Background: an optimization exercise with open tools, aiming at small area, a short achievable clock period and few clock cycles per item. Do not read the settings as production practice.
Only simulation tests tie the RTL to the original design; equivalence was not proved.
Power is estimated from default activity; no workload was simulated.

// indexed_deque_buffer
module indexed_deque_buffer (
  input  logic                           clk,
  input  logic                           rst,
  input  logic                           s_tvalid,
  output logic                           s_tready,
  input  logic [idb_pkg::IN_DATA_W-1:0]  s_tdata,
  input  logic [idb_pkg::IN_USER_W-1:0]  s_tuser,
  output logic                           m_tvalid,
  input  logic                           m_tready,
  output logic [idb_pkg::OUT_DATA_W-1:0] m_tdata
);
Size: ~790 flip-flops, about 94 I/O pins.
Settings: LEC_CHECK=0, CAP_MARGIN=20, CORE_MARGIN=2, CORE_UTILIZATION=70, CTS_CLUSTER_DIAMETER=50, CTS_CLUSTER_SIZE=25, SETUP_SLACK_MARGIN=3.5, SLEW_MARGIN=20; clock period 6.0 ns.
run.sh (not shown) runs the stock make flow with config.mk's settings and CLKGATE_MAP_FILE= SYNTH_SCRIPT=/design/flow/synth_recipe.tcl, a recipe that flattens the netlist after the stock synthesis.
Testbench counts at the start, summed over its fixed seeds: cycles 12,310, ops 12,000.
Change:
--- a/flow/design.v
+++ b/flow/design.v
@@ -79,24 +79,30 @@
   idb_pkg::idx_t  in_index, in_end, rm_len;
   assign op       = idb_pkg::op_t'(s_tuser[2:0]);
   assign in_value = s_tdata[31:0];
   assign in_index = s_tdata[35:32];
   assign in_end   = s_tdata[39:36];
   assign rm_len   = in_end - in_index;
   logic full, empty, idx_in_range, end_past, rev;
   assign full         = count[idb_pkg::CNT_W-1];
   assign empty        = (count == '0);
   assign idx_in_range = ({1'b0, in_index} < count);
   assign end_past     = ({1'b0, in_end} >= count);
   assign rev          = (in_end < in_index);
+  idb_pkg::cnt_t cnt_p1, cnt_m1, cnt_m2;
+  logic          span2;                  
+  assign cnt_p1 = count + 1'b1;
+  assign cnt_m1 = count - 1'b1;
+  assign cnt_m2 = count - 2'd2;
+  assign span2  = (in_end > in_index);
   logic [N-1:0] ge_idx, ge_cnt;
   always_comb begin
     for (int p = 0; p < N; p++) begin
       ge_idx[p] = (idb_pkg::IDX_W'(p) >= in_index);
       ge_cnt[p] = (idb_pkg::CNT_W'(p) >= count);
     end
   end
   idb_pkg::status_t status;
   idb_pkg::cnt_t    count_next;
   logic             ins, del, wr, rd;
   idb_pkg::idx_t    left;
   logic [N-1:0]     mask;
@@ -108,78 +114,80 @@
     wr         = 1'b0;
     rd         = 1'b0;
     left       = '0;
     mask       = ge_idx;
     case (op)
       idb_pkg::OP_PUSH_BACK, idb_pkg::OP_PUSH_FRONT, idb_pkg::OP_INSERT: begin
         if (op == idb_pkg::OP_PUSH_FRONT) mask = '1;
         else if (op == idb_pkg::OP_INSERT) mask = ge_idx | ge_cnt;
         else mask = ge_cnt;
         if (full) status = idb_pkg::ST_FULL;
         else begin
           ins        = 1'b1;
-          count_next = count + 1'b1;
+          count_next = cnt_p1;
         end
       end
       idb_pkg::OP_POP_BACK: begin
         mask = {1'b1, ge_cnt[N-1:1]};      
         if (empty) status = idb_pkg::ST_EMPTY;
         else begin
           rd         = 1'b1;
-          count_next = count - 1'b1;
+          count_next = cnt_m1;
         end
       end
       idb_pkg::OP_POP_FRONT: begin
         mask = '1;
         if (empty) status = idb_pkg::ST_EMPTY;
         else begin
           rd         = 1'b1;
           del        = 1'b1;
-          count_next = count - 1'b1;
+          count_next = cnt_m1;
         end
       end
       idb_pkg::OP_READ: begin
         if (!idx_in_range) status = idb_pkg::ST_BADIDX;
         else rd = 1'b1;
       end
       idb_pkg::OP_WRITE: begin
         if (!idx_in_range) status = idb_pkg::ST_BADIDX;
         else wr = 1'b1;
       end
       default: begin
         if (!rev) begin
           if (end_past) status = idb_pkg::ST_BADIDX;
           else begin
             del        = 1'b1;
             left       = rm_len;
-            count_next = (rm_len != '0) ? count - 2'd2 : count - 1'b1;
+            count_next = span2 ? cnt_m2 : cnt_m1;
           end
         end
       end
     endcase
   end
   logic accept;
   assign accept = s_tvalid && s_tready;
-  always_ff @(posedge clk) begin
-    if (accept) begin
+  logic d_load;
+  always_ff @(posedge clk) begin
+    if (d_load) begin
       d_ins    <= ins;
       d_del    <= del;
       d_wr     <= wr;
       d_rd     <= rd;
       d_mask   <= mask;
       d_status <= status;
       d_value  <= in_value;
     end
   end
   logic out_free, r_moves, go, d_done;
+  assign d_load   = !d_valid || d_done;
   assign out_free = !m_tvalid || m_tready;
   assign r_moves  = out_free || !k_valid;
   assign go       = d_valid && !(r_valid && k_valid);
   logic two;
   assign two      = (d_left != '0);
   assign d_done   = go && (d_left[idb_pkg::IDX_W-1:1] == '0);
   logic [N-1:0]  d_first;
   idb_pkg::idx_t aslot, mslot, mslot2;
   assign d_first = d_mask & ~(d_mask << 1);
   always_comb begin
     mslot  = '0;
     mslot2 = '0;
@@ -222,29 +230,26 @@
       .wdata (r_value),
       .word  (slot_word[i])
     );
   end
   logic [idb_pkg::OUT_DATA_W-2:0] q_data;
   idb_pkg::word_t                 q_word;
   always_comb begin
     q_word = '0;
     for (int i = 0; i < N; i++) q_word |= slot_word[i] & {idb_pkg::WORD_WIDTH{r_rsel[i]}};
   end
   assign q_data = {r_status, r_count, q_word};
   always_ff @(posedge clk) begin
-    if (out_free) begin
-      if (k_valid) m_tdata <= {1'b0, k_data};
-      else if (r_valid) m_tdata <= {1'b0, q_data};
-    end
-    if (r_valid && (out_free ? k_valid : !k_valid)) k_data <= q_data;
+    if (out_free) m_tdata <= {1'b0, k_valid ? k_data : q_data};
+    if (out_free || !k_valid) k_data <= q_data;
   end
   logic d_valid_next, r_valid_next, k_valid_next;
   idb_pkg::idx_t d_left_next;
   assign d_valid_next = accept || (d_valid && !d_done);
   assign d_left_next  = accept ? left : ((go && !d_done) ? d_left - 2'd2 : d_left);
   assign r_valid_next = d_done || (r_valid && !r_moves);
   assign k_valid_next = out_free ? (k_valid && r_valid) : (k_valid || r_valid);
   always_ff @(posedge clk) begin
     if (rst) begin
       count    <= '0;
       d_valid  <= 1'b0;
       r_valid  <= 1'b0;
Result: Setup slack gets better by 0.32 ns; power climbs by 2.7%; final cell count climbs by 2.2%; die area climbs by 0.84%; wire length drops by 2.5%; sequential share of layout area hardly moves; sequential cell count is unchanged; synthesized area climbs by 0.85%.
Testbench counts after the change, summed over its fixed seeds: cycles 12,310, ops 12,000.

==> static timing again, ports no longer ideal <==
How much do the figures lean on ideal ports? The routed layouts below were timed once more, with nothing changed but the port constraints. Step 1 assumes that a clkbuf_16 drives the clock port and a buf_2 every other input. Step 2 adds t to the input delays and takes it off the output delays; t is the mean of the earliest and latest rising clock arrival at the registers after step 1. Input paths then give back, and output paths get back, about the clock's delay inside the block. Three values: ideal, step 1, step 2; two values: the first two.
| run | t, ns | setup WS [ns] | worst slew at a driven data input, ns |
|---|---|---|---|
| the first run | 0.674 | 3.105 / 3.123 / 2.449 | 0.07 |
| the second run | 0.684 | 3.429 / 3.436 / 2.752 | 0.05 |
After both steps setup and hold are still met in every run listed. The setup slack of the second run, which loses most, moves by +0.007 ns with the drivers and by -0.677 ns with both steps.
